This design comes from an exercise in tuning for small area and a short achievable clock period on the open sky130 flow, not from production work. The RTL was checked by simulation tests, not by an equivalence proof against the original design. The flow treats the clock pin as an ideal source, which a real chip does not have. Power figures rest on the tool's default switching activity, not on a simulated workload.

==> design.v <==
`default_nettype none
package sdp_ram_pkg;
    typedef enum logic {
        INIT = 1'b0,
        RUN  = 1'b1
    } ram_state_e;
    localparam int RDW_OLD = 0;
    localparam int RDW_NEW = 1;
    function automatic logic [7:0] byte_merge(input logic [7:0] old_byte,
                                              input logic [7:0] new_byte,
                                              input logic       be);
        byte_merge = be ? new_byte : old_byte;
    endfunction
endpackage
`default_nettype wire
`default_nettype none
module sdp_ram_rd_pipe #(
    parameter int DATA_WIDTH = 32,
    parameter int DEPTH      = 64
) (
    input  wire logic                        clk,
    input  wire logic                        rst,
    input  wire logic                        i_valid,
    input  wire logic [DEPTH-1:0]            i_sel,
    input  wire logic [DEPTH*DATA_WIDTH-1:0] i_words,
    output logic                             o_valid,
    output logic [DATA_WIDTH-1:0]            o_data
);
    localparam int c_n3 = DEPTH / 3;   
    logic                  hold;
    logic [DATA_WIDTH-1:0] data_d;
    assign hold = !i_valid;
    for (genvar i = 0; i < DATA_WIDTH; i++) begin : g_bit
        logic [21:0] l1_n;   
        logic [5:0]  l2;     
        logic [1:0]  l3_n;   
        for (genvar k = 0; k < c_n3; k++) begin : g_l1
            sdp_gate_aoi222 u_g (
                .a1 (i_sel[3*k]),   .a2 (i_words[(3*k)*DATA_WIDTH + i]),
                .b1 (i_sel[3*k+1]), .b2 (i_words[(3*k+1)*DATA_WIDTH + i]),
                .c1 (i_sel[3*k+2]), .c2 (i_words[(3*k+2)*DATA_WIDTH + i]),
                .y  (l1_n[k])
            );
        end
        sdp_gate_aoi22 u_l1_last (
            .a1 (i_sel[DEPTH-1]), .a2 (i_words[(DEPTH-1)*DATA_WIDTH + i]),
            .b1 (hold),           .b2 (o_data[i]),
            .y  (l1_n[21])
        );
        sdp_gate_nand4 u_l2_0 (.a(l1_n[0]),  .b(l1_n[1]),  .c(l1_n[2]),  .d(l1_n[3]),  .y(l2[0]));
        sdp_gate_nand4 u_l2_1 (.a(l1_n[4]),  .b(l1_n[5]),  .c(l1_n[6]),  .d(l1_n[7]),  .y(l2[1]));
        sdp_gate_nand4 u_l2_2 (.a(l1_n[8]),  .b(l1_n[9]),  .c(l1_n[10]), .d(l1_n[11]), .y(l2[2]));
        sdp_gate_nand4 u_l2_3 (.a(l1_n[12]), .b(l1_n[13]), .c(l1_n[14]), .d(l1_n[15]), .y(l2[3]));
        sdp_gate_nand3 u_l2_4 (.a(l1_n[16]), .b(l1_n[17]), .c(l1_n[18]), .y(l2[4]));
        sdp_gate_nand3 u_l2_5 (.a(l1_n[19]), .b(l1_n[20]), .c(l1_n[21]), .y(l2[5]));
        sdp_gate_nor3 u_l3_0 (.a(l2[0]), .b(l2[1]), .c(l2[2]), .y(l3_n[0]));
        sdp_gate_nor3 u_l3_1 (.a(l2[3]), .b(l2[4]), .c(l2[5]), .y(l3_n[1]));
        sdp_gate_aoi21 u_l4 (.a1(l3_n[0]), .a2(l3_n[1]), .b1(rst), .y(data_d[i]));
    end
    always_ff @(posedge clk) begin
        o_valid <= i_valid && !rst;
        o_data  <= data_d;
    end
endmodule
module sdp_gate_aoi222 (
    input  wire logic a1, a2, b1, b2, c1, c2,
    output logic      y
);
    assign y = !((a1 && a2) || (b1 && b2) || (c1 && c2));
endmodule
module sdp_gate_aoi22 (
    input  wire logic a1, a2, b1, b2,
    output logic      y
);
    assign y = !((a1 && a2) || (b1 && b2));
endmodule
module sdp_gate_aoi21 (
    input  wire logic a1, a2, b1,
    output logic      y
);
    assign y = !((a1 && a2) || b1);
endmodule
module sdp_gate_nand4 (
    input  wire logic a, b, c, d,
    output logic      y
);
    assign y = !(a && b && c && d);
endmodule
module sdp_gate_nand3 (
    input  wire logic a, b, c,
    output logic      y
);
    assign y = !(a && b && c);
endmodule
module sdp_gate_nand2 (
    input  wire logic a, b,
    output logic      y
);
    assign y = !(a && b);
endmodule
module sdp_gate_nor3 (
    input  wire logic a, b, c,
    output logic      y
);
    assign y = !(a || b || c);
endmodule
module sdp_gate_nor2 (
    input  wire logic a, b,
    output logic      y
);
    assign y = !(a || b);
endmodule
`default_nettype wire
`default_nettype none
module sdp_ram_be #(
    parameter int DATA_WIDTH   = 32,
    parameter int ADDR_WIDTH   = 6,
    parameter int DEPTH        = 2**ADDR_WIDTH,
    parameter int READ_LATENCY = 2,
    parameter int RDW_MODE     = 1
) (
    input  wire logic                    clk,
    input  wire logic                    rst,
    input  wire logic                    wr_en,
    input  wire logic [ADDR_WIDTH-1:0]   wr_addr,
    input  wire logic [DATA_WIDTH-1:0]   wr_data,
    input  wire logic [DATA_WIDTH/8-1:0] wr_be,
    input  wire logic                    rd_en,
    input  wire logic [ADDR_WIDTH-1:0]   rd_addr,
    output logic      [DATA_WIDTH-1:0]   rd_data,
    output logic                         rd_valid,
    output logic                         init_busy
);
    localparam int c_num_bytes = DATA_WIDTH / 8;
    logic [5:0] cnt_q;
    logic       init_busy_q;
    always_ff @(posedge clk) begin
        if (rst) begin
            cnt_q       <= '0;
            init_busy_q <= 1'b1;
        end else if (init_busy_q) begin
            cnt_q <= cnt_q + 6'd1;
            if (&cnt_q) init_busy_q <= 1'b0;
        end
    end
    logic                   wr_accept;
    logic [DATA_WIDTH-1:0]  wdata;
    logic [7:0]             wa_lo, wa_hi;
    logic [c_num_bytes-1:0] be_n;
    assign wr_accept = wr_en && !init_busy_q;
    assign wdata     = rst ? '0 : wr_data;
    for (genvar b = 0; b < c_num_bytes; b++) begin : g_be
        assign be_n[b] = !(rst || wr_be[b]);
    end
    for (genvar i = 0; i < 8; i++) begin : g_wdec
        assign wa_lo[i] = rst || (wr_addr[2:0] == 3'(i));
        assign wa_hi[i] = rst || (wr_accept && wr_addr[5:3] == 3'(i));
    end
    logic             rd_accept;
    logic [7:0]       ra_lo_n, ra_hi_n;
    logic [DEPTH-1:0] rsel_d, rsel_q;
    logic             rv_q;
    assign rd_accept = !rst && !init_busy_q && rd_en;
    for (genvar i = 0; i < 8; i++) begin : g_rdec
        assign ra_lo_n[i] = !(rd_addr[2:0] == 3'(i));
        assign ra_hi_n[i] = !(rd_accept && rd_addr[5:3] == 3'(i));
    end
    for (genvar w = 0; w < DEPTH; w++) begin : g_rsel
        sdp_gate_nor2 u_rsel (.a(ra_hi_n[w / 8]), .b(ra_lo_n[w % 8]), .y(rsel_d[w]));
    end
    always_ff @(posedge clk) begin
        rsel_q <= rsel_d;
        rv_q   <= rd_accept;
    end
    logic [DATA_WIDTH-1:0]       mem_q [DEPTH];
    logic [DEPTH*DATA_WIDTH-1:0] mem_flat;
    for (genvar w = 0; w < DEPTH; w++) begin : g_word
        logic wsel_n;
        sdp_gate_nand2 u_wsel (.a(wa_hi[w / 8]), .b(wa_lo[w % 8]), .y(wsel_n));
        for (genvar b = 0; b < c_num_bytes; b++) begin : g_byte
            logic we;
            sdp_gate_nor2 u_we (.a(wsel_n), .b(be_n[b]), .y(we));
            always_ff @(posedge clk) begin
                if (we) mem_q[w][8*b +: 8] <= wdata[8*b +: 8];
            end
        end
        assign mem_flat[w*DATA_WIDTH +: DATA_WIDTH] = mem_q[w];
    end
    sdp_ram_rd_pipe #(
        .DATA_WIDTH (DATA_WIDTH),
        .DEPTH      (DEPTH)
    ) u_rd_pipe (
        .clk     (clk),
        .rst     (rst),
        .i_valid (rv_q),
        .i_sel   (rsel_q),
        .i_words (mem_flat),
        .o_valid (rd_valid),
        .o_data  (rd_data)
    );
    assign init_busy = init_busy_q;
endmodule
`default_nettype wire
==> flow/run.sh <==
#!/bin/bash
# Standard ORFS layout, run in three parts so that the setup margin is only
# asked of timing repair once the clock tree exists (from CTS on). Port
# buffers are plain buffers, and sizing may change a cell's footprint.
set -eo pipefail
cd "$(dirname "$0")/.."
K="MATCH_CELL_FOOTPRINT=0"
M="SETUP_SLACK_MARGIN=${SETUP_MARGIN:-2.0}"
bash standard.sh $K "BUFFER_PORTS_ARGS=-buffer_cell sky130_fd_sc_hd__buf_2" synth floorplan place > flow_place.log 2>&1
bash standard.sh $K $M cts > flow_cts.log 2>&1
bash standard.sh $K $M finish > flow_finish.log 2>&1
==> standard.sh <==
#!/bin/bash
# synth_recipe.tcl (not shown) runs the flow's synth.tcl, then flattens the netlist and writes it again
# the make line also repeats each setting of config.mk as NAME=value (left out here)
make -C /OpenROAD-flow-scripts/flow DESIGN_CONFIG=/design/flow/config.mk WORK_HOME=/design/flow/orfs CLKGATE_MAP_FILE= SYNTH_SCRIPT=/design/flow/synth_recipe.tcl "${@:-finish}"
==> config.mk <==
export PLATFORM = sky130hd
export DESIGN_NAME = sdp_ram_be
export DESIGN_NICKNAME = sdp_ram_be
export VERILOG_FILES = /design/flow/design.v
export SDC_FILE = /design/flow/constraint.sdc
export NUM_CORES = 4
export LEC_CHECK = 0
export CAP_MARGIN = 20
export CORE_MARGIN = 2
export CORE_UTILIZATION = 65
export CTS_CLUSTER_DIAMETER = 120
export CTS_CLUSTER_SIZE = 30
export SLEW_MARGIN = 20
export SYNTH_HIERARCHICAL = 1
export SYNTH_MINIMUM_KEEP_SIZE = 0
export TNS_END_PERCENT = 0
==> constraint.sdc <==
create_clock -name core_clock -period 4.0 [get_ports {clk}]
set_input_delay 0.8000 -clock core_clock [delete_from_list [all_inputs] [get_ports {clk}]]
set_output_delay 0.8000 -clock core_clock [all_outputs]
set_load 0.01 [all_outputs]
==> flow_summary.ini, run 1 <==
[run_status]
status = finished clean

[sta]
setup_violations = 0
final.setup.tns_ns = 0
clock_skew_ns = 0.0217
fin_crit_sh = 0.562
fin_crit_ns = 2.25
tightest_slew_ns = 1.17
relSlewSlack = 0.220
hold_violations = 0
max_freq_mhz = 445
timing.hold.ws_ns = 0.395
timing.final.max_slew_violations = 0
rsz0062_at_grt = yes
setup_slack_ns = 1.75

[detailed_routing]
drc_errors = 0
num_vias = 41700
post_drt_wl_per_cell_um = 35.8
wl_um = 200000
routed_via_density = 7.48
drtIter0Drc = 8500
drt_first_pass_iters = 10
wl_met2_um = 99800
dr_wl_met3_um = 22300
ant_nets = 0
routed.top_layer = met5
met1Wirelength_um = 70300

[pwr]
powerDensity_nw_per_um2 = 460
max-vdd-ir-drop_uv = 381
switching_share = 0.206
p_leak_nw = 26.8
power.internal_mw = 30.2
combPwrFrac = 0.042
p_sw_mw = 7.84
p_clk_frac = 0.270
fin_total_pwr_mw = 38.0
power_frac_seq = 0.688

[die]
die_area_um2 = 118000
core_um2 = 114000
io_pins = 86
start_util = 0.655
fp.dieW_um = 344
die_h_um = 344
num_rows = 124

[layout]
fillerInstances = 6733
fin_util = 0.724
regArea_um2 = 63600
fin_nets = 4074
areaGrowthSynthToFinish_pct = 10.4
finalInstanceArea_um2 = 82800
layoutNonFillerInstCount = 5577
multi_input_area_um2 = 12700
final_layout_size_suffix_gt1_frac = 0.187

[min_path]
min_path_cells = 2
min_to = rv_q$_DFF_P_
min-delay-start = rd_en
hp-class = input pin to flip-flop

[synthesis]
synth_top_area_share = 0.821
synth-adder-area-share = 0.000167
yosys.area.top_type = edfxtp_1
postSynthCellCount = 3646
synthTopCellsByArea = edfxtp_1 (82%), a222oi_1 (9.0%), dfxtp_1 (2.8%)
synth-compound-area-share = 0.101
synth_seq_cells = 2153
synthXorXnorAreaFrac = 0.000468
synth.area.mux_share = 0.000134
synth_area_per_cell_um2 = 20.6
synth_warnings = 9
yosysSeqAreaShare = 0.849
synth_top_family_by_area = compound AO/OA/AOI/OAI gates
synth_nets = 3699
synthesis.area_um2 = 74900
synth-simple-area-share = 0.0489
synth_cell_type_count = 34

[placed_design]
portBuffers = 85
post_dp_cell_area_um2 = 79100
place.gp.congestion = 0.920
dp.cells = 5445
dp_hpwl_um = 132000
dp_slack_ns = 0.575

[clock_tree]
cts_sinks = 2153
cts_made_buffers = 81
cts_tree = yes
clk_path_buf_depth = 3
clk_pin_slew_ns = 0.11
clock_latency_ns = 0.71
cts-root-buf = clkbuf_16
cts_hold_buffers = 0
cts_max_level = 3

[global_route]
grt_max_degree = 65
grt_pass1_vias = 39700
overflow = 0
track_usage = 0.336
grt_pass1_wl_um = 280000
grt_antenna_before_repair = 1

[run]
maxCapViolCount = 0

[worst_setup_path]
ff2ff_path_depth = 5
worstSetupPathType = flip-flop to flip-flop
crit_path_start_kind = flip-flop
path_max_fanout = 32
r2r-end = u_rd_pipe.o_data[31]$_DFF_P_
cp-end-kind = flip-flop
r2r_start = rsel_q[21]$_DFF_P_
cp_data_arrival_time_ns = 2.84
rrSetupSlack_ns = 1.75
cp_data_required_time_ns = 4.59
-- power by group through the flow --
| stage | registers [mW] | clock network [mW] | logic [mW] |
|---|---|---|---|
| 2_1_floorplan | 26.5 | 0 | 0.660 |
| 5_1_grt | 26.2 | 11.1 | 1.69 |
| 3_3_place_gp | 26.6 | 0 | 1.39 |
| 4_1_cts | 26.2 | 10.3 | 1.57 |
| 6_report | 26.2 | 10.3 | 1.61 |
| 3_5_place_dp | 26.7 | 0 | 1.47 |
-- registers in the layout, summed over array words and instances (netlist names) --
name / flops
cnt_q: 6
mem_q: 2048
u_rd_pipe.o_valid: 1
init_busy_q: 1
rsel_q: 64
u_rd_pipe.o_data: 32
rv_q: 1
-- Yosys stat by module, one instance, submodules excluded, a selection --
module,cells,cell area [um^2],copies in the design,flops+latches
sdp_gate_nand4,1,6.26,128,0
sdp_gate_nor3,1,10.0,64,0
sdp_gate_aoi22,1,12.5,32,0
sdp_gate_nand3,1,5.00,64,0
sdp_ram_be,2235,63600,1,2120
sdp_gate_nand2,1,3.75,64,0
sdp_gate_aoi21,1,8.76,32,0
sdp_gate_aoi222,1,10.0,672,0
sdp_gate_nor2,1,3.75,320,0
-- how the worst max path moves through the flow --
stage                            from                      endpoint  slack (ns)
2_1_floorplan                     rst         mem_q[0][0]$_DFFE_PP_       -0.08
3_3_place_gp                    wr_en       mem_q[16][19]$_DFFE_PP_        0.65
3_5_place_dp                    wr_en       mem_q[16][17]$_DFFE_PP_        0.58
4_1_cts            rsel_q[20]$_DFF_P_  u_rd_pipe.o_data[30]$_DFF_P_        1.81
5_1_grt        init_busy_q$_SDFF_PP1_        mem_q[39][3]$_DFFE_PP_        1.79
6_report           rsel_q[21]$_DFF_P_  u_rd_pipe.o_data[31]$_DFF_P_        1.75
-- cell usage in the layout (no fill, tap or decap), types with 4 or more instances in the layout --
master,netlist,final
a21o_2,0,4
a21oi_2,33,33
a222oi_1,672,672
a22oi_2,32,32
buf_12,0,10
buf_2,3,84
buf_4,0,197
buf_6,0,5
clkbuf_1,4,36
clkbuf_16,0,87
dfxtp_1,105,93
dfxtp_2,0,11
edfxtp_1,2048,2048
nand2_1,75,61
nand2_2,0,14
nand3_1,68,68
nand4_1,129,129
nor2_1,335,163
nor2_2,0,64
nor2_4,0,110
nor2b_4,1,33
nor3_2,64,39
nor3_4,0,25
o21bai_1,4,4
-- cell usage after synthesis --
library cell	count
edfxtp_1	2048
a222oi_1	672
nor2_1	335
nand4_1	129
dfxtp_1	105
nand2_1	75
nand3_1	68
nor3_2	64
nor2b_1	35
a21oi_2	33
a22oi_2	32
a31o_1	6
a21o_1	5
clkbuf_1	4
inv_1	4
o21bai_1	4
buf_2	3
nand3b_1	3
xor2_1	3
a41o_1	2
and2_1	2
or3_1	2
and2b_1	1
and3_1	1
ha_1	1
mux2i_1	1
nand2b_1	1
nand4_2	1
nor2b_4	1
nor3_1	1
nor3b_2	1
o21ai_0	1
or3b_1	1
xnor2_1	1
-- worst max-delay path, cell delays in order, from the launching register on --
cell      delay (ns)
dfxtp_1         0.32
buf_4           0.25
a222oi_1        0.60
nand4_1         0.41
nor3_4          0.43
a21oi_2         0.10
-- routing by layer --
| layer | vias to the layer above | global-route usage |
|---|---|---|
| met3 | 353 | 0.0538 |
| met4 | 2 | 0.113 |
| met5 | - | 0 |
| met2 | 2965 | 0.562 |
| met1 | 21300 | 0.458 |
| li1 | 17100 | - |
-- what timing repair did --
item / CTS / global route
endpoints found under the setup margin: 2122 / 2070
gates resized for setup: 268 / 73
setup buffers: 3 / 0
gates cloned: 1 / 1
pin swaps: 8 / 23
-- logic make-up (layout without fill, tap and decap cells) --
logic type                 Yosys count  after routing
buffers and inverters               11            426
xor gates and xnor gates             4              4
muxes                                1              1
and+or+nand+nor                    721            723
AOI/OAI and AO/OA                  755            755
adders and majority gates            1              1
other                                0              2
DFF                               2153           2153
-- layout make-up --
type | instances | share of cell area
timing repair buffer | 297 | 0.0262
clock inverter | 2 | 0.000212
clock buffer | 123 | 0.0279
sequential | 2153 | 0.769
inverter | 4 | 0.000181
tap | 1512 | 0.0229
antenna | 2 | 0.0000605
multi-input combinational | 1484 | 0.154
==> run 2, diff against run 1 <==
--- a/config.mk
+++ b/config.mk
@@ -7,7 +7,7 @@
 export LEC_CHECK = 0
 export CAP_MARGIN = 20
 export CORE_MARGIN = 2
-export CORE_UTILIZATION = 65
+export CORE_UTILIZATION = 72
 export CTS_CLUSTER_DIAMETER = 120
 export CTS_CLUSTER_SIZE = 30
 export SLEW_MARGIN = 20
==> run 2 against run 1 <==
  * Via count is 2.3% higher
  * Largest power group unchanged
  * Worst setup slack worse by 0.032 ns
  * Critical path depth stayed put
  * Total power is 0.15% higher
  * Area after synthesis stayed put
  * First-iteration DRC count is 17% higher
  * Clock power hardly changed
==> flow_summary.ini, run 2 <==
[placed_design]
dp_slack_ns = 0.553
place.gp.congestion = 0.908
dp_hpwl_um = 130000
post_dp_cell_area_um2 = 78800
portBuffers = 85

[synthesis]
synth_top_area_share = 0.821
synth_ff_type = edfxtp_1
synth_nets = 3699
synthesis.area_um2 = 74900
synth_area_per_cell_um2 = 20.6
postSynthCellCount = 3646
synth_warnings = 9
synth_common_cells = edfxtp_1 (2,048), a222oi_1 (672), nor2_1 (335)
synth_edf_count = 2048
yosysSeqAreaShare = 0.849
async_flop_share = 0
yosys.area.top_type = edfxtp_1
synth_seq_cells = 2153
synthTopCellsByArea = edfxtp_1 (82%), a222oi_1 (9.0%), dfxtp_1 (2.8%)
synth.most_common_cell = edfxtp_1
synth_cell_type_count = 34

[layout]
layout_commonest_cell = edfxtp_1
finalInstanceArea_um2 = 82800
largest-register = mem_q
largest_register_ffs = 2048
layout_common_cells = edfxtp_1 (2,048), a222oi_1 (672), buf_4 (176)
reg_top3 = mem_q (2048), rsel_q (64), u_rd_pipe.o_data (32)
final_layout_size_suffix_gt1_frac = 0.199
fin_nets = 4059
fillerInstances = 5076
areaGrowthSynthToFinish_pct = 10.5

[global_route]
grt_max_degree = 65
overflow = 0
grt_pass1_wl_um = 281000
track_usage = 0.370
grt_pass1_vias = 40100
grt_antenna_before_repair = 3

[detailed_routing]
ant_nets = 0
wl_um = 198000
routed_via_density = 7.85
drtIter0Drc = 9945
num_vias = 42600
drt_first_pass_iters = 14
post_drt_wl_per_cell_um = 36.5
drc_errors = 0

[worst_setup_path]
crit_chain = buf_4 > a222oi_1 > nand4_1 > nor3_4 > a21oi_2
crit_path_start_kind = flip-flop
cp_data_arrival_time_ns = 2.85
critical_path.top_delay_family = simple AND/OR/NAND/NOR gates
worstSetupPathType = flip-flop to flip-flop
crit_buf_inv = 1
cp_data_required_time_ns = 4.57
slowest_stage = a222oi_1
max_stage_delay_ns = 0.59
path_max_fanout = 32
cp-end-kind = flip-flop

[die]
die_area_um2 = 107000
fp.dieW_um = 327
die_h_um = 327
io_pins = 86
start_util = 0.725
num_rows = 118
core_um2 = 103000

[clock_tree]
clk_path_buf_depth = 3
clock_latency_ns = 0.71
cts-root-buf = clkbuf_16
cts_tree = yes
cts_max_level = 3
cts_hold_buffers = 0
cts_made_buffers = 81
clk_pin_slew_ns = 0.11
cts_sinks = 2153

[pwr]
powerDensity_nw_per_um2 = 460
max-vdd-ir-drop_uv = 439
p_leak_nw = 26.8

[run_status]
status = finished clean

[sta]
fin_crit_ns = 2.28
clock_skew_ns = 0.0277
rsz0062_at_grt = yes
final.setup.tns_ns = 0
setup_violations = 0
fin_crit_sh = 0.570
tightest_slew_ns = 1.29
max_freq_mhz = 439
setup_slack_ns = 1.72
hold_violations = 0
timing.hold.ws_ns = 0.382
relSlewSlack = 0.139
timing.final.max_slew_violations = 0

[min_path]
hp-class = input pin to flip-flop

[run]
maxCapViolCount = 0
run 2: modules after synthesis (local to each module, per instance), excerpt:
| module | flip-flops and latches | copies in the design | area (um^2) |
|---|---|---|---|
| sdp_gate_nor3 | 0 | 64 | 10.0 |
| sdp_gate_nand3 | 0 | 64 | 5.00 |
| sdp_gate_nand4 | 0 | 128 | 6.26 |
| sdp_gate_aoi222 | 0 | 672 | 10.0 |
| sdp_gate_nand2 | 0 | 64 | 3.75 |
| sdp_gate_aoi21 | 0 | 32 | 8.76 |
| sdp_gate_nor2 | 0 | 320 | 3.75 |
| sdp_ram_be | 2120 | 1 | 63600 |
run 2: cell families after synthesis:
logic type,synth area share
adders and majority gates,0.000167
xor gates and xnor gates,0.000468
buffers and inverters,0.000601
muxes,0.000134
and+or+nand+nor,0.0489
AOI/OAI and AO/OA,0.101
DFF,0.849
run 2: area by class of cell:
cell class                      count  area [um^2]  area share
Sequential cell                  2153        63600       0.769
Multi-Input combinational cell   1485        12900       0.156
Clock buffer                      125         2320      0.0280
Timing Repair Buffer              281         2100      0.0254
Tap cell                         1380         1730      0.0209
Clock inverter                      2         17.5    0.000212
Inverter                            4         15.0    0.000181
Antenna cell                        3         7.51   0.0000907
run 2: worst paths after layout:
| path | startpoint | end | slack [ns] | cells after the start |
|---|---|---|---|---|
| setup / recovery | rsel_q[21]$_DFF_P_ | u_rd_pipe.o_data[9]$_DFF_P_ | 1.72 | 5 |
| hold / removal | rd_en | rv_q$_DFF_P_ | 0.38 | 2 |
| setup reg to reg | rsel_q[21]$_DFF_P_ | u_rd_pipe.o_data[9]$_DFF_P_ | 1.72 | 5 |
| hold reg to reg | rv_q$_DFF_P_ | u_rd_pipe.o_valid$_DFF_P_ | 0.49 | 1 |
run 2: what timing repair did:
item / in CTS / in global routing
gates cloned: 2 / 1
hold endpoints to repair: 0 / 0
gates resized for setup: 259 / 151
endpoints found under the setup margin: 2168 / 2115
setup buffers: 1 / 19
pin swaps: 7 / 25
run 2: report_power, final:
part	leakage (nW)	internal [mW]	total [mW]	switching [mW]
combinational	5.16	0.291	1.63	1.34
clock	1.13	4.07	10.3	6.21
sequential	20.5	25.8	26.2	0.332
total	26.8	30.2	38.1	7.88
run 2: through the flow:
step / power, mW / cells / util
6_report: 38.1 / 5433 / 0.801
5_1_grt: 38.9 / 5430 / 0.801
4_1_cts: 38.0 / 5410 / 0.792
3_5_place_dp: 28.1 / 5280 / 0.762
3_3_place_gp: 28.0 / 5280 / 0.762
2_1_floorplan: 27.2 / 3646 / -
run 2: routing by layer:
layer | vias up | track usage | share of wire
met5 | - | 0 | 0.000066
met4 | 2 | 0.133 | 0.040
met3 | 449 | 0.0720 | 0.13
met2 | 3731 | 0.609 | 0.50
met1 | 21400 | 0.504 | 0.33
li1 | 17100 | - | -
==> run 3, diff against run 2 <==
--- a/design.v
+++ b/design.v
@@ -145,16 +145,22 @@
     end
     logic                   wr_accept;
     logic [DATA_WIDTH-1:0]  wdata;
-    logic [7:0]             wa_lo, wa_hi;
-    logic [c_num_bytes-1:0] be_n;
+    logic [7:0]             lo_n, wa_hi;
+    logic [c_num_bytes-1:0] be;
     assign wr_accept = wr_en && !init_busy_q;
     assign wdata     = rst ? '0 : wr_data;
     for (genvar b = 0; b < c_num_bytes; b++) begin : g_be
-        assign be_n[b] = !(rst || wr_be[b]);
+        assign be[b] = rst || wr_be[b];
     end
     for (genvar i = 0; i < 8; i++) begin : g_wdec
-        assign wa_lo[i] = rst || (wr_addr[2:0] == 3'(i));
+        assign lo_n[i]  = !(rst || (wr_addr[2:0] == 3'(i)));
         assign wa_hi[i] = rst || (wr_accept && wr_addr[5:3] == 3'(i));
+    end
+    logic [c_num_bytes-1:0] hb_n [8];
+    for (genvar h = 0; h < 8; h++) begin : g_hb
+        for (genvar b = 0; b < c_num_bytes; b++) begin : g_b
+            sdp_gate_nand2 u_hb (.a(wa_hi[h]), .b(be[b]), .y(hb_n[h][b]));
+        end
     end
     logic             rd_accept;
     logic [7:0]       ra_lo_n, ra_hi_n;
@@ -175,11 +181,9 @@
     logic [DATA_WIDTH-1:0]       mem_q [DEPTH];
     logic [DEPTH*DATA_WIDTH-1:0] mem_flat;
     for (genvar w = 0; w < DEPTH; w++) begin : g_word
-        logic wsel_n;
-        sdp_gate_nand2 u_wsel (.a(wa_hi[w / 8]), .b(wa_lo[w % 8]), .y(wsel_n));
         for (genvar b = 0; b < c_num_bytes; b++) begin : g_byte
             logic we;
-            sdp_gate_nor2 u_we (.a(wsel_n), .b(be_n[b]), .y(we));
+            sdp_gate_nor2 u_we (.a(hb_n[w / 8][b]), .b(lo_n[w % 8]), .y(we));
             always_ff @(posedge clk) begin
                 if (we) mem_q[w][8*b +: 8] <= wdata[8*b +: 8];
             end
==> run 3 against run 2 <==
  * First-iteration DRC count grew 5.9%
  * Clock skew is 0.0081 ns lower
  * Total power shrank 0.30%
  * Register-to-register slack better by 0.03 ns
  * Clock-buffer cell count rose by 5
  * Fmax increased by 1.4%
  * Synthesized cell count decreased by 0.93%
  * Die area fell by 0.18%
  * Sequential power barely moved
  * Sequential cell count is the same
  * Sequential share of layout area grew 0.55 points
  * Hold slack better by 0.018 ns
  * Highest routed layer is now met4
==> flow_summary.ini, run 3 <==
[run_status]
status = finished clean

[sta]
fin_crit_ns = 2.25
clock_skew_ns = 0.0195
timing.hold.ws_ns = 0.400
max_freq_mhz = 445
rsz0062_at_grt = yes
fin_crit_sh = 0.562
tightest_slew_ns = 1.00
timing.final.max_slew_violations = 0
hold_violations = 0
setup_violations = 0
relSlewSlack = 0.332
final.setup.tns_ns = 0

[placed_design]
post_dp_cell_area_um2 = 78200
dp.cells = 5153
portBuffers = 85
place.gp.congestion = 1.01
dp_hpwl_um = 126000

[layout]
largest_register_ffs = 2048
finalInstanceArea_um2 = 82300
layout_commonest_cell = edfxtp_1
layoutNonFillerInstCount = 5291
fillerInstances = 5072
fin_util = 0.796
layout_common_cells = edfxtp_1 (2,048), a222oi_1 (672), nor2_4 (163)
reg_top3 = mem_q (2048), rsel_q (64), u_rd_pipe.o_data (32)
areaGrowthSynthToFinish_pct = 9.99
final_layout_size_suffix_gt1_frac = 0.199
largest-register = mem_q
fin_nets = 3910

[global_route]
grt_pass1_vias = 39700
overflow = 0
track_usage = 0.380
grt_max_degree = 65
grt_antenna_before_repair = 2
grt_pass1_wl_um = 286000

[synthesis]
synthesis.area_um2 = 74800
synth_common_cells = edfxtp_1 (2,048), a222oi_1 (672), nor2_1 (330)
synth_nets = 3665
yosysSeqAreaShare = 0.850
synth_cell_type_count = 35
synth_edf_count = 2048
synth_top_area_share = 0.822
yosys.area.top_type = edfxtp_1
synth_ff_type = edfxtp_1
synth_seq_cells = 2153
synthTopCellsByArea = edfxtp_1 (82%), a222oi_1 (9.0%), dfxtp_1 (2.8%)
postSynthCellCount = 3612
synth.most_common_cell = edfxtp_1
synth_area_per_cell_um2 = 20.7
synth_warnings = 11
async_flop_share = 0

[pwr]
max-vdd-ir-drop_uv = 406
powerDensity_nw_per_um2 = 462
p_leak_nw = 26.0

[min_path]
min_path_cells = 2
hp-class = input pin to flip-flop
min_to = rv_q$_DFF_P_
min-delay-start = rd_en

[detailed_routing]
drt_first_pass_iters = 14
drtIter0Drc = 10500
ant_nets = 0
drc_errors = 0
num_vias = 42700
wl_um = 203000
post_drt_wl_per_cell_um = 38.4
routed_via_density = 8.08

[worst_setup_path]
rrSetupSlack_ns = 1.75
cp_data_arrival_time_ns = 2.82
path_max_fanout = 32
crit_path_start_kind = flip-flop
cp_data_required_time_ns = 4.57
worstSetupPathType = flip-flop to flip-flop
ff2ff_path_depth = 4
r2r_start = rsel_q[3]$_DFF_P_
cp-end-kind = flip-flop
r2r-end = u_rd_pipe.o_data[15]$_DFF_P_

[clock_tree]
clk_pin_slew_ns = 0.11
cts_sinks = 2153
cts_tree = yes
clk_path_buf_depth = 3
clock_latency_ns = 0.70
cts-root-buf = clkbuf_16
cts_made_buffers = 81
cts_max_level = 3
cts_hold_buffers = 0

[die]
die_h_um = 326
num_rows = 118
core_um2 = 103000
io_pins = 86
start_util = 0.724
die_area_um2 = 106000
fp.dieW_um = 326

[run]
maxCapViolCount = 0
run 3: cell count changes in the layout (fill, tap and decap cells not counted), sizes merged, moves of 4 or more:
cell	delta
or2	+4
clkbuf	+5
nor2	-8
buf	-112
a31oi	+8
o21bai	-4
nand2	-33
run 3: worst max-delay path: stages (launching register included):
cell and delay (ns):
dfxtp_2 0.54, a222oi_1 0.67, nand4_1 0.27, nor3_2 0.49, a21oi_2 0.12
run 3: cell families (layout without fill, tap and decap cells):
kind of cell | count (synthesis) | count (layout) | share of synthesized area
buffers and inverters | 12 | 307 | 0.000652
and+or+nand+nor | 686 | 686 | 0.0474
adders and majority gates | 1 | 1 | 0.000167
muxes | 1 | 1 | 0.000134
xor gates and xnor gates | 4 | 4 | 0.000468
other | 0 | 4 | 0
DFF | 2153 | 2153 | 0.850
AOI/OAI and AO/OA | 755 | 755 | 0.101
run 3: area by class of cell:
class / count / area, um^2 / area share
sequential: 2153 / 63700 / 0.774
multi-input combinational: 1447 / 13200 / 0.160
clock buffer: 130 / 2300 / 0.0279
tap: 1380 / 1730 / 0.0210
timing repair buffer: 169 / 1330 / 0.0161
clock inverter: 3 / 26.3 / 0.000319
inverter: 5 / 18.8 / 0.000228
antenna: 4 / 10.0 / 0.000122
run 3: worst max path at each step:
stage | start | end | slack [ns]
2_1_floorplan | rst | mem_q[11][0]$_DFFE_PP_ | 0.83
5_1_grt | init_busy_q$_SDFF_PP1_ | mem_q[8][18]$_DFFE_PP_ | 1.83
3_3_place_gp | wr_addr[3] | mem_q[16][17]$_DFFE_PP_ | 0.82
6_report | rsel_q[3]$_DFF_P_ | u_rd_pipe.o_data[15]$_DFF_P_ | 1.75
4_1_cts | rst | mem_q[19][24]$_DFFE_PP_ | 1.86
3_5_place_dp | wr_en | mem_q[23][18]$_DFFE_PP_ | 0.76
run 3: metal layers:
layer	vias up	part of all wire	global-route usage	wire [um]
met5	-	0	0	0
met4	0	0.048	0.146	9650
met3	601	0.15	0.0848	30600
met2	4332	0.47	0.593	95200
met1	21000	0.33	0.540	67600
li1	16800	-	-	-
run 3: through the flow:
stage               total power [mW]  setup WS [ns]
finish                          38.0           1.75
global route                    38.9           1.83
CTS                             37.9           1.86
detailed placement              28.1          0.755
global placement                28.0          0.815
floorplan                       27.2          0.828
run 3: timing repair:
| action | 4_1_cts | 5_1_grt |
|---|---|---|
| endpoints found under the setup margin | 2114 | 1702 |
| setup buffers | 1 | 0 |
| pin swaps | 5 | 20 |
| resized for setup | 397 | 134 |
run 3: report_power, final:
part | internal, mW | switching [mW] | total, mW
combinational | 0.252 | 1.36 | 1.61
sequential | 25.8 | 0.373 | 26.2
clock | 4.02 | 6.12 | 10.1
total | 30.1 | 7.86 | 38.0
run 3: per-module statistics from Yosys, one instance, submodules excluded, excerpt:
module / area [um^2] / times used
sdp_gate_aoi222: 10.0 / 672
sdp_gate_nor2: 3.75 / 320
sdp_gate_aoi21: 8.76 / 32
sdp_gate_aoi22: 12.5 / 32
sdp_gate_nand3: 5.00 / 64
sdp_gate_nand2: 3.75 / 32
sdp_ram_be: 63600 / 1
==> run 4, diff against run 3 <==
--- a/design.v
+++ b/design.v
@@ -33,7 +33,7 @@
     for (genvar i = 0; i < DATA_WIDTH; i++) begin : g_bit
         logic [21:0] l1_n;   
         logic [5:0]  l2;     
-        logic [1:0]  l3_n;   
+        logic [2:0]  l3_n;   
         for (genvar k = 0; k < c_n3; k++) begin : g_l1
             sdp_gate_aoi222 u_g (
                 .a1 (i_sel[3*k]),   .a2 (i_words[(3*k)*DATA_WIDTH + i]),
@@ -53,9 +53,10 @@
         sdp_gate_nand4 u_l2_3 (.a(l1_n[12]), .b(l1_n[13]), .c(l1_n[14]), .d(l1_n[15]), .y(l2[3]));
         sdp_gate_nand3 u_l2_4 (.a(l1_n[16]), .b(l1_n[17]), .c(l1_n[18]), .y(l2[4]));
         sdp_gate_nand3 u_l2_5 (.a(l1_n[19]), .b(l1_n[20]), .c(l1_n[21]), .y(l2[5]));
-        sdp_gate_nor3 u_l3_0 (.a(l2[0]), .b(l2[1]), .c(l2[2]), .y(l3_n[0]));
-        sdp_gate_nor3 u_l3_1 (.a(l2[3]), .b(l2[4]), .c(l2[5]), .y(l3_n[1]));
-        sdp_gate_aoi21 u_l4 (.a1(l3_n[0]), .a2(l3_n[1]), .b1(rst), .y(data_d[i]));
+        sdp_gate_nor2 u_l3_0 (.a(l2[0]), .b(l2[1]), .y(l3_n[0]));
+        sdp_gate_nor2 u_l3_1 (.a(l2[2]), .b(l2[3]), .y(l3_n[1]));
+        sdp_gate_nor2 u_l3_2 (.a(l2[4]), .b(l2[5]), .y(l3_n[2]));
+        sdp_gate_aoi31 u_l4 (.a1(l3_n[0]), .a2(l3_n[1]), .a3(l3_n[2]), .b1(rst), .y(data_d[i]));
     end
     always_ff @(posedge clk) begin
         o_valid <= i_valid && !rst;
@@ -73,6 +74,12 @@
     output logic      y
 );
     assign y = !((a1 && a2) || (b1 && b2));
+endmodule
+module sdp_gate_aoi31 (
+    input  wire logic a1, a2, a3, b1,
+    output logic      y
+);
+    assign y = !((a1 && a2 && a3) || b1);
 endmodule
 module sdp_gate_aoi21 (
     input  wire logic a1, a2, b1,
--- a/config.mk
+++ b/config.mk
@@ -7,7 +7,7 @@
 export LEC_CHECK = 0
 export CAP_MARGIN = 20
 export CORE_MARGIN = 2
-export CORE_UTILIZATION = 72
+export CORE_UTILIZATION = 65
 export CTS_CLUSTER_DIAMETER = 120
 export CTS_CLUSTER_SIZE = 30
 export SLEW_MARGIN = 20
==> run 4 against run 3 <==
  * Clock-buffer cell count up 4
  * Critical endpoint is now u_rd_pipe.o_data[27]$_DFF_P_
  * Clock skew up 0.014 ns
  * Critical path type unchanged
  * Sequential power about the same
==> flow_summary.ini, run 4 <==
[run_status]
status = finished clean

[min_path]
min-delay-start = wr_data[15]
min_to = mem_q[8][15]$_DFFE_PP_
hp-class = input pin to flip-flop
min_path_cells = 2

[synthesis]
synthTopCellsByArea = edfxtp_1 (83%), a222oi_1 (9.0%), dfxtp_1 (2.8%)
synth_ff_type = edfxtp_1
synth_area_per_cell_um2 = 20.4
synth_common_cells = edfxtp_1 (2,048), a222oi_1 (672), nor2_1 (426)
yosysSeqAreaShare = 0.854
synth-adder-area-share = 0.000168
synth.most_common_cell = edfxtp_1
synth_top_family_by_area = compound AO/OA/AOI/OAI gates
synth_edf_count = 2048
async_flop_share = 0
yosys.area.top_type = edfxtp_1
postSynthCellCount = 3644
synthesis.area_um2 = 74400
synth_warnings = 11
synthXorXnorAreaFrac = 0.000471
synth_cell_type_count = 34
synth-compound-area-share = 0.100
synth.area.mux_share = 0.000134
synth_nets = 3697
synth_seq_cells = 2153
synth_top_area_share = 0.826
synth-simple-area-share = 0.0438

[placed_design]
dp.cells = 5410
dp_hpwl_um = 138000
place.gp.congestion = 0.966
portBuffers = 85
dp_slack_ns = 0.344
post_dp_cell_area_um2 = 78600

[layout]
layout_commonest_cell = edfxtp_1
fillerInstances = 6711
finalInstanceArea_um2 = 82500
fin_util = 0.724
largest-register = mem_q
multi_input_area_um2 = 12600
layoutNonFillerInstCount = 5553
final_layout_size_suffix_gt1_frac = 0.180
layout_common_cells = edfxtp_1 (2,048), a222oi_1 (672), nor2_1 (199)
reg_top3 = mem_q (2048), rsel_q (64), u_rd_pipe.o_data (32)
largest_register_ffs = 2048
regArea_um2 = 63600
fin_nets = 4038
areaGrowthSynthToFinish_pct = 10.8

[detailed_routing]
drc_errors = 0
num_vias = 43000
post_drt_wl_per_cell_um = 38.9
drt_first_pass_iters = 17
ant_nets = 0
wl_um = 216000
routed_via_density = 7.74
drtIter0Drc = 10600

[die]
io_pins = 86
die_area_um2 = 117000
core_um2 = 114000
start_util = 0.653
die_h_um = 342
fp.dieW_um = 342
num_rows = 124

[worst_setup_path]
r2r-end = u_rd_pipe.o_data[27]$_DFF_P_
ff2ff_path_depth = 4
cp_data_required_time_ns = 4.56
crit_path_start_kind = flip-flop
path_max_fanout = 32
cp-end-kind = flip-flop
cp_data_arrival_time_ns = 2.85
worstSetupPathType = flip-flop to flip-flop
rrSetupSlack_ns = 1.70
r2r_start = rsel_q[45]$_DFF_P_

[clock_tree]
clock_latency_ns = 0.72
clk_path_buf_depth = 3
cts-root-buf = clkbuf_16
cts_tree = yes
cts_max_level = 3
cts_sinks = 2153
cts_made_buffers = 81
clk_pin_slew_ns = 0.11

[sta]
rsz0062_at_grt = yes
setup_slack_ns = 1.70
timing.hold.ws_ns = 0.431
hold_violations = 0
relSlewSlack = 0.244
fin_crit_ns = 2.30
clock_skew_ns = 0.0332
tightest_slew_ns = 1.13
fin_crit_sh = 0.574
setup_violations = 0
final.setup.tns_ns = 0
timing.final.max_slew_violations = 0
max_freq_mhz = 436

[pwr]
max-vdd-ir-drop_uv = 422
powerDensity_nw_per_um2 = 463
fin_total_pwr_mw = 38.2
p_leak_nw = 26.4

[global_route]
grt_pass1_wl_um = 298000
overflow = 0
grt_pass1_vias = 39700
grt_max_degree = 65
track_usage = 0.367
grt_antenna_before_repair = 6

[run]
maxCapViolCount = 0
run 4: per-module statistics from Yosys (local to each module, per instance), a selection:
| module | cells inside | flip-flops and latches | copies in the design | cell area [um^2] |
|---|---|---|---|---|
| sdp_gate_nand2 | 1 | 0 | 32 | 3.75 |
| sdp_gate_nand4 | 1 | 0 | 128 | 6.26 |
| sdp_gate_aoi222 | 1 | 0 | 672 | 10.0 |
| sdp_gate_aoi22 | 1 | 0 | 32 | 12.5 |
| sdp_gate_nand3 | 1 | 0 | 64 | 5.00 |
| sdp_gate_aoi31 | 1 | 0 | 32 | 6.26 |
| sdp_ram_be | 2233 | 2120 | 1 | 63600 |
| sdp_gate_nor2 | 1 | 0 | 416 | 3.75 |
run 4: cells by family after synthesis:
logic type | after synthesis
AOI/OAI and AO/OA | 755
buffers and inverters | 12
DFF | 2153
adders and majority gates | 1
xor gates and xnor gates | 4
and+or+nand+nor | 718
muxes | 1
run 4: what timing repair did:
action / in CTS / in global routing
pin swaps: 9 / 17
buffers inserted: 4 / 0
gates resized for setup: 425 / 40
hold buffers: 0 / 0
setup endpoints to repair: 3279 / 2464
gates cloned: 0 / 0
run 4: worst max-delay path by stage:
stage / start / end / slack, ns
CTS: init_busy_q$_SDFF_PP1_ / init_busy / 1.83
floorplan: rst / mem_q[11][0]$_DFFE_PP_ / 0.83
global route: rsel_q[24]$_DFF_P_ / u_rd_pipe.o_data[15]$_DFF_P_ / 1.80
detailed placement: rst / mem_q[23][28]$_DFFE_PP_ / 0.34
finish: rsel_q[45]$_DFF_P_ / u_rd_pipe.o_data[27]$_DFF_P_ / 1.70
global placement: rst / mem_q[23][25]$_DFFE_PP_ / 0.44
run 4: critical path, cell delays in order, from the launching register on:
cell and delay [ns]:
dfxtp_2 0.62, a222oi_1 0.64, nand4_1 0.15, nor2_1 0.54
a31oi_1 0.17
run 4: final cells by class:
| cell class | instances | area share |
|---|---|---|
| sequential | 2153 | 0.771 |
| multi-input combinational | 1479 | 0.152 |
| clock buffer | 134 | 0.0285 |
| timing repair buffer | 265 | 0.0243 |
| tap | 1512 | 0.0229 |
| inverter | 5 | 0.000227 |
| clock inverter | 2 | 0.000212 |
| antenna | 3 | 0.0000910 |
run 4: per-layer routing:
layer / track usage / vias to the layer above / wire (um)
met5: 0 / - / 13
met4: 0.173 / 2 / 12400
met3: 0.0781 / 548 / 30700
met2: 0.561 / 3972 / 99600
met1: 0.516 / 21500 / 73200
li1: - / 17000 / -
run 4: power by group:
part	switching (mW)	leakage, nW	internal, mW	total, mW
Clock	6.24	1.14	4.10	10.3
Combinational	1.37	4.77	0.286	1.65
Sequential	0.340	20.5	25.8	26.2
==> run 5, diff against run 4 <==
--- a/design.v
+++ b/design.v
@@ -33,7 +33,7 @@
     for (genvar i = 0; i < DATA_WIDTH; i++) begin : g_bit
         logic [21:0] l1_n;   
         logic [5:0]  l2;     
-        logic [2:0]  l3_n;   
+        logic [1:0]  l3_n;   
         for (genvar k = 0; k < c_n3; k++) begin : g_l1
             sdp_gate_aoi222 u_g (
                 .a1 (i_sel[3*k]),   .a2 (i_words[(3*k)*DATA_WIDTH + i]),
@@ -53,10 +53,9 @@
         sdp_gate_nand4 u_l2_3 (.a(l1_n[12]), .b(l1_n[13]), .c(l1_n[14]), .d(l1_n[15]), .y(l2[3]));
         sdp_gate_nand3 u_l2_4 (.a(l1_n[16]), .b(l1_n[17]), .c(l1_n[18]), .y(l2[4]));
         sdp_gate_nand3 u_l2_5 (.a(l1_n[19]), .b(l1_n[20]), .c(l1_n[21]), .y(l2[5]));
-        sdp_gate_nor2 u_l3_0 (.a(l2[0]), .b(l2[1]), .y(l3_n[0]));
-        sdp_gate_nor2 u_l3_1 (.a(l2[2]), .b(l2[3]), .y(l3_n[1]));
-        sdp_gate_nor2 u_l3_2 (.a(l2[4]), .b(l2[5]), .y(l3_n[2]));
-        sdp_gate_aoi31 u_l4 (.a1(l3_n[0]), .a2(l3_n[1]), .a3(l3_n[2]), .b1(rst), .y(data_d[i]));
+        sdp_gate_nor3 u_l3_0 (.a(l2[0]), .b(l2[1]), .c(l2[2]), .y(l3_n[0]));
+        sdp_gate_nor3 u_l3_1 (.a(l2[3]), .b(l2[4]), .c(l2[5]), .y(l3_n[1]));
+        sdp_gate_aoi21 u_l4 (.a1(l3_n[0]), .a2(l3_n[1]), .b1(rst), .y(data_d[i]));
     end
     always_ff @(posedge clk) begin
         o_valid <= i_valid && !rst;
@@ -74,12 +73,6 @@
     output logic      y
 );
     assign y = !((a1 && a2) || (b1 && b2));
-endmodule
-module sdp_gate_aoi31 (
-    input  wire logic a1, a2, a3, b1,
-    output logic      y
-);
-    assign y = !((a1 && a2 && a3) || b1);
 endmodule
 module sdp_gate_aoi21 (
     input  wire logic a1, a2, b1,
==> flow/run.sh (replaced) <==
#!/bin/bash
# Standard ORFS layout, run in three parts so that the setup margin is only
# asked of timing repair once the clock tree exists (from CTS on). Port
# buffers are plain buffers, and sizing may change a cell's footprint. At the
# end of CTS, flow/post_cts.tcl runs one more setup repair pass. Each part's
# output goes to its own log file here.
set -eo pipefail
cd "$(dirname "$0")/.."
K="MATCH_CELL_FOOTPRINT=0"
M="SETUP_SLACK_MARGIN=${SETUP_MARGIN:-2.0}"
bash standard.sh $K "BUFFER_PORTS_ARGS=-buffer_cell sky130_fd_sc_hd__buf_2" synth floorplan place > flow_place.log 2>&1
bash standard.sh $K $M "POST_CTS_TCL=$PWD/flow/post_cts.tcl" cts > flow_cts.log 2>&1
bash standard.sh $K $M finish > flow_finish.log 2>&1
==> flow/post_cts.tcl (new file) <==
# Hook run by ORFS at the end of CTS (POST_CTS_TCL): one more setup repair
# pass, which picks up after the one CTS ran, then legalize the placement.
estimate_parasitics -placement
repair_timing -setup -setup_margin 2.1 -repair_tns 0 -max_passes 10000 -verbose
detailed_placement
check_placement -verbose
estimate_parasitics -placement
report_worst_slack
--- a/config.mk
+++ b/config.mk
@@ -7,7 +7,7 @@
 export LEC_CHECK = 0
 export CAP_MARGIN = 20
 export CORE_MARGIN = 2
-export CORE_UTILIZATION = 65
+export CORE_UTILIZATION = 72
 export CTS_CLUSTER_DIAMETER = 120
 export CTS_CLUSTER_SIZE = 30
 export SLEW_MARGIN = 20
==> run 5 against run 4 <==
  * Still clean on timing, DRC and antenna
  * Hold slack got worse by 0.044 ns
  * First-iteration DRC count rose by 0.99%
  * Sequential power barely moved
  * Non-clock buffer count fell by 85
  * Register-to-register slack improved by 0.07 ns
  * Fmax rose by 3.3%
  * Clock power barely moved
  * Sequential cell count did not move
  * Synthesized cell count fell by 0.88%
  * Largest cell class unchanged
==> flow_summary.ini, run 5 <==
[pwr]
p_leak_nw = 26.1
power.internal_mw = 30.1
powerDensity_nw_per_um2 = 460
combPwrFrac = 0.042
power_frac_seq = 0.691
max-vdd-ir-drop_uv = 406
switching_share = 0.207
p_clk_frac = 0.267
p_sw_mw = 7.84

[worst_setup_path]
cp_data_required_time_ns = 4.57
path_max_fanout = 32
worstSetupPathType = flip-flop to flip-flop
cp_data_arrival_time_ns = 2.79
crit_chain = a222oi_1 > nand4_1 > nor3_4 > a21oi_2
crit_path_start_kind = flip-flop
slowest_stage = dfxtp_2
cp-end-kind = flip-flop
max_stage_delay_ns = 0.55

[sta]
fin_crit_sh = 0.555
tightest_slew_ns = 1.01
final.setup.tns_ns = 0
clock_skew_ns = 0.0245
setup_violations = 0
relSlewSlack = 0.323
setup_slack_ns = 1.78
max_freq_mhz = 450
timing.hold.ws_ns = 0.388
hold_violations = 0
fin_crit_ns = 2.22
timing.final.max_slew_violations = 0
rsz0062_at_grt = yes

[synthesis]
async_flop_share = 0
synth_seq_cells = 2153
synthTopCellsByArea = edfxtp_1 (82%), a222oi_1 (9.0%), dfxtp_1 (2.8%)
postSynthCellCount = 3612
synthesis.area_um2 = 74800
synth_warnings = 11
synth.most_common_cell = edfxtp_1
synth_ff_type = edfxtp_1
synth_cell_type_count = 35
synth_edf_count = 2048
yosysSeqAreaShare = 0.850
yosys.area.top_type = edfxtp_1
synth_area_per_cell_um2 = 20.7
synth_nets = 3665
synth_common_cells = edfxtp_1 (2,048), a222oi_1 (672), nor2_1 (330)
synth_top_area_share = 0.822

[clock_tree]
cts_sinks = 2153
clock_latency_ns = 0.71
clk_pin_slew_ns = 0.11
cts_tree = yes

[die]
io_pins = 86
core_um2 = 103000
fp.dieW_um = 326
die_h_um = 326
start_util = 0.724
num_rows = 118
die_area_um2 = 106000

[placed_design]
place.gp.congestion = 1.01
dp_slack_ns = 0.755
portBuffers = 85
post_dp_cell_area_um2 = 78200
dp_hpwl_um = 126000

[layout]
areaGrowthSynthToFinish_pct = 10.2
largest_register_ffs = 2048
final_layout_size_suffix_gt1_frac = 0.206
reg_top3 = mem_q (2048), rsel_q (64), u_rd_pipe.o_data (32)
layout_common_cells = edfxtp_1 (2,048), a222oi_1 (672), nor2_4 (141)
fin_nets = 3921
layout_commonest_cell = edfxtp_1
largest-register = mem_q
finalInstanceArea_um2 = 82400

[run_status]
status = finished clean

[global_route]
grt_antenna_before_repair = 3
overflow = 0
grt_max_degree = 65
track_usage = 0.381
grt_pass1_wl_um = 287000
grt_pass1_vias = 39700

[detailed_routing]
routed_via_density = 8.06
drc_errors = 0
drt_first_pass_iters = 13
num_vias = 42700
post_drt_wl_per_cell_um = 38.4
wl_um = 203000
ant_nets = 0
drtIter0Drc = 10700

[min_path]
hp-class = input pin to flip-flop

[run]
maxCapViolCount = 0
run 5: cell count changes after synthesis, sizes merged:
cell   before  now
a31oi      40    8
nor3        1   65
a21oi       1   33
nor2      426  330
run 5: routing by layer:
layer  GRT usage  wire length (um)
met1       0.544             67900
met2       0.596             94900
met3      0.0829             30300
met4       0.143             10200
met5           0                 0
run 5: final timing paths:
check / from / to / slack (ns) / depth (start not counted)
setup / recovery: rsel_q[13]$_DFF_P_ / u_rd_pipe.o_data[24]$_DFF_P_ / 1.78 / 4
hold / removal: rd_en / rv_q$_DFF_P_ / 0.39 / 2
setup reg to reg: rsel_q[13]$_DFF_P_ / u_rd_pipe.o_data[24]$_DFF_P_ / 1.78 / 4
hold reg to reg: rv_q$_DFF_P_ / u_rd_pipe.o_valid$_DFF_P_ / 0.50 / 1
run 5: kinds of logic (layout without fill, tap and decap cells):
logic type	Yosys count	in the layout	share of synthesized area
multiplexers	1	1	0.000134
XOR/XNOR	4	4	0.000468
flip-flops	2153	2153	0.850
AO/OA/AOI/OAI	755	755	0.101
buffers and inverters	12	318	0.000652
other	0	3	0
adder cells (fa/ha/maj)	1	1	0.000167
AND/OR/NAND/NOR	686	686	0.0474
run 5: final cells by class:
type	instances	area, um^2
Clock buffer	130	2300
Inverter	5	18.8
Sequential cell	2153	63800
Tap cell	1380	1730
Timing Repair Buffer	180	1490
Fill cell	5061	20900
Antenna cell	3	7.51
Clock inverter	3	26.3
Multi-Input combinational cell	1447	13100
run 5: worst max-delay path, delay by kind of cell (launching register included):
family             cells  cell delay [ns]
DFF                    1             0.55
and+or+nand+nor        2             0.86
AOI/OAI and AO/OA      2             0.64
run 5: power groups by stage:
stage / Sequential, mW / Combinational, mW / Clock [mW]
floorplan: 26.5 / 0.658 / 0
global placement: 26.7 / 1.31 / 0
detailed placement: 26.7 / 1.38 / 0
global route: 26.3 / 1.67 / 10.9
finish: 26.2 / 1.60 / 10.1
run 5: per-module statistics from Yosys (local to each module, per instance), excerpt:
module           area (um^2)  flops+latches
sdp_gate_nand2          3.75              0
sdp_ram_be             63600           2120
sdp_gate_nand3          5.00              0
sdp_gate_aoi22          12.5              0
sdp_gate_aoi21          8.76              0
sdp_gate_nor2           3.75              0
sdp_gate_nand4          6.26              0
sdp_gate_aoi222         10.0              0
sdp_gate_nor3           10.0              0
run 5: per-stage QoR:
| step | util | instances | power, mW |
|---|---|---|---|
| 2_1_floorplan | - | 3612 | 27.2 |
| 3_3_place_gp | 0.756 | 5152 | 28.0 |
| 3_5_place_dp | 0.756 | 5153 | 28.1 |
| 5_1_grt | 0.798 | 5301 | 38.8 |
| 6_report | 0.798 | 5301 | 37.9 |
==> run 6, diff against run 5 <==
--- a/design.v
+++ b/design.v
@@ -143,18 +143,20 @@
             if (&cnt_q) init_busy_q <= 1'b0;
         end
     end
+    logic                   clr_q;
     logic                   wr_accept;
     logic [DATA_WIDTH-1:0]  wdata;
     logic [7:0]             lo_n, wa_hi;
     logic [c_num_bytes-1:0] be;
+    always_ff @(posedge clk) clr_q <= rst;
     assign wr_accept = wr_en && !init_busy_q;
-    assign wdata     = rst ? '0 : wr_data;
+    assign wdata     = clr_q ? '0 : wr_data;
     for (genvar b = 0; b < c_num_bytes; b++) begin : g_be
-        assign be[b] = rst || wr_be[b];
+        assign be[b] = clr_q || wr_be[b];
     end
     for (genvar i = 0; i < 8; i++) begin : g_wdec
-        assign lo_n[i]  = !(rst || (wr_addr[2:0] == 3'(i)));
-        assign wa_hi[i] = rst || (wr_accept && wr_addr[5:3] == 3'(i));
+        assign lo_n[i]  = !(clr_q || (wr_addr[2:0] == 3'(i)));
+        assign wa_hi[i] = clr_q || (wr_accept && wr_addr[5:3] == 3'(i));
     end
     logic [c_num_bytes-1:0] hb_n [8];
     for (genvar h = 0; h < 8; h++) begin : g_hb
==> run 6 against run 5 <==
  * Sequential cell count grew 1
  * Global-route usage grew 0.14 points
  * Total power grew 0.62%
  * Critical path depth grew 1
  * Fmax shrank 2.1%
  * Critical path type unchanged
  * Sequential share of layout area shrank 0.33 points
  * Via count grew 0.65%
  * Clock skew grew 0.0034 ns
  * Clock power is essentially flat
  * Register-to-register slack lost 0.05 ns
  * First-iteration DRC count grew 6.8%
==> flow_summary.ini, run 6 <==
[synthesis]
synth_edf_count = 2048
yosysSeqAreaShare = 0.850
synth_warnings = 11
synth_common_cells = edfxtp_1 (2,048), a222oi_1 (672), nor2_1 (330)
synth_top_area_share = 0.822
synth_ff_type = edfxtp_1
postSynthCellCount = 3613
synth_seq_cells = 2154
synth_area_per_cell_um2 = 20.7
synthesis.area_um2 = 74800
synthTopCellsByArea = edfxtp_1 (82%), a222oi_1 (9.0%), dfxtp_1 (2.8%)
synth_cell_type_count = 35
synth.most_common_cell = edfxtp_1
yosys.area.top_type = edfxtp_1
synth_nets = 3666
async_flop_share = 0

[global_route]
grt_max_degree = 65
grt_antenna_before_repair = 4
grt_pass1_vias = 39800
track_usage = 0.383
overflow = 0
grt_pass1_wl_um = 288000

[clock_tree]
clock_latency_ns = 0.71
cts_tree = yes
clk_pin_slew_ns = 0.11
cts_sinks = 2154

[sta]
max_freq_mhz = 441
rsz0062_at_grt = yes
clock_skew_ns = 0.0279
fin_crit_ns = 2.27
final.setup.tns_ns = 0
timing.hold.ws_ns = 0.299
timing.final.max_slew_violations = 0
setup_violations = 0
relSlewSlack = 0.266
tightest_slew_ns = 1.10
setup_slack_ns = 1.73
fin_crit_sh = 0.567
hold_violations = 0

[worst_setup_path]
cp_data_required_time_ns = 4.56
path_max_fanout = 32
r2r-end = u_rd_pipe.o_data[23]$_DFF_P_
rrSetupSlack_ns = 1.73
crit_path_start_kind = flip-flop
cp_data_arrival_time_ns = 2.83
r2r_start = rsel_q[23]$_DFF_P_
cp-end-kind = flip-flop
worstSetupPathType = flip-flop to flip-flop
ff2ff_path_depth = 5

[detailed_routing]
drtIter0Drc = 11400
num_vias = 43000
post_drt_wl_per_cell_um = 38.5
wl_um = 205000
drc_errors = 0
drt_first_pass_iters = 14
ant_nets = 0
routed_via_density = 8.10

[pwr]
p_leak_nw = 26.1
max-vdd-ir-drop_uv = 465
powerDensity_nw_per_um2 = 462

[layout]
layout_commonest_cell = edfxtp_1
multi_input_area_um2 = 13500
fin_nets = 3937
reg_top3 = mem_q (2048), rsel_q (64), u_rd_pipe.o_data (32)
layout_common_cells = edfxtp_1 (2,048), a222oi_1 (672), nor2_4 (204)
largest_register_ffs = 2048
fillerInstances = 5111
final_layout_size_suffix_gt1_frac = 0.203
areaGrowthSynthToFinish_pct = 10.5
regArea_um2 = 63700
largest-register = mem_q

[die]
core_um2 = 103000
num_rows = 118
fp.dieW_um = 326
io_pins = 86
die_h_um = 326
start_util = 0.724
die_area_um2 = 107000

[placed_design]
dp_hpwl_um = 127000
portBuffers = 85
place.gp.congestion = 0.993
dp_slack_ns = 0.827

[min_path]
hp-class = input pin to flip-flop
min_to = rv_q$_DFF_P_
min_path_cells = 2
min-delay-start = rst

[run]
maxCapViolCount = 0

[run_status]
status = finished clean
[run 6: cell count changes after synthesis, moves of 2 or more]
cell	change
a31o_1	-3
a31o_2	+3
buf_2	-2
clkbuf_1	+2
or2_1	-4
or2_2	+4
[run 6: layer usage]
metal,track usage,up-vias,routed length (um)
li1,-,16800,-
met1,0.552,21200,69100
met2,0.592,4367,95200
met3,0.0924,599,31500
met4,0.130,4,8940
met5,0,-,34
[run 6: worst max-delay path by stage]
stage	depth (start not counted)	start	end
global route	5	rsel_q[23]$_DFF_P_	u_rd_pipe.o_data[9]$_DFF_P_
floorplan	3	wr_addr[0]	mem_q[0][0]$_DFFE_PP_
global placement	6	wr_addr[3]	mem_q[49][10]$_DFFE_PP_
detailed placement	5	wr_addr[3]	mem_q[57][19]$_DFFE_PP_
finish	5	rsel_q[23]$_DFF_P_	u_rd_pipe.o_data[23]$_DFF_P_
[run 6: cells by family after synthesis]
logic type / Yosys count / share of synthesized area
flops: 2154 / 0.850
compound gates: 755 / 0.101
simple gates: 686 / 0.0473
buf+inv: 12 / 0.000619
xor+xnor: 4 / 0.000468
mux: 1 / 0.000134
fa+ha+maj: 1 / 0.000167
[run 6: final cells by class]
class / instances / share of cell area
clock buffer: 124 / 0.0275
tap: 1380 / 0.0209
timing repair buffer: 185 / 0.0169
antenna: 6 / 0.000182
clock inverter: 3 / 0.000318
inverter: 5 / 0.000227
multi-input combinational: 1457 / 0.164
sequential: 2154 / 0.770
[run 6: metrics by stage]
stage / std cells / instance area [um^2] / total power, mW / util
3_5_place_dp: 5161 / 78100 / 28.1 / 0.756
2_1_floorplan: 3613 / 74800 / 27.2 / -
5_1_grt: 5310 / 82700 / 39.0 / 0.800
6_report: 5314 / 82700 / 38.2 / 0.800
3_3_place_gp: 5161 / 78100 / 28.0 / 0.756
[run 6: Yosys stat by module (local to each module, per instance), a selection]
module	cell area, um^2	cells inside	copies in the design
sdp_gate_nand3	5.00	1	64
sdp_gate_aoi21	8.76	1	32
sdp_gate_aoi222	10.0	1	672
sdp_gate_nor2	3.75	1	320
sdp_gate_nand4	6.26	1	128
sdp_gate_aoi22	12.5	1	32
sdp_gate_nand2	3.75	1	32
sdp_ram_be	63600	2234	1
[run 6: critical path: stages (launching register included)]
cell and delay [ns]:
dfxtp_1 0.32, buf_4 0.24, a222oi_1 0.50, nand4_1 0.36
nor3_2 0.54, a21oi_2 0.13
[run 6: report_power, final]
group / switching [mW] / internal (mW)
combinational: 1.41 / 0.272
sequential: 0.384 / 25.9
clock: 6.22 / 3.99

-- afterwards: timing with drivers on the ports --
No port has a modelled driver above. Below, the same layouts with a new extraction and two added sets of constraints.
Step 1: set_driving_cell puts a clkbuf_16 on clk and a buf_2 on each other input, an assumption about the parent block.
Step 2 times the ports against the registers' clock, not the clock port: input delays grow and output delays shrink by t, the midpoint of the rising clock arrivals with the driver on.
Slacks: ideal / step 1 / step 2; pairs: ideal / step 1.
run | t (ns) | setup WS [ns] | latest minus earliest clock arrival (ns) | worst register clock-pin slew, ns | pins driven straight from the clock port
run 1 | 0.766 | 1.753 / 1.753 / 1.045 | 0.027 / 0.027 | 0.12 / 0.12 | 1
run 2 | 0.782 | 1.721 / 1.721 / 1.037 | 0.040 / 0.039 | 0.11 / 0.11 | 1
run 3 | 0.764 | 1.752 / 1.752 / 1.011 | 0.028 / 0.028 | 0.12 / 0.12 | 1
run 4 | 0.779 | 1.705 / 1.705 / 1.053 | 0.036 / 0.036 | 0.12 / 0.12 | 1
run 5 | 0.766 | 1.779 / 1.779 / 1.093 | 0.029 / 0.028 | 0.12 / 0.12 | 1
run 6 | 0.776 | 1.731 / 1.731 / 1.104 | 0.029 / 0.028 | 0.12 / 0.12 | 1
After both steps setup and hold are still met in every run listed. For run 3, which loses most, drivers alone change the setup slack by 0.000 ns; drivers and shift together by -0.741 ns.
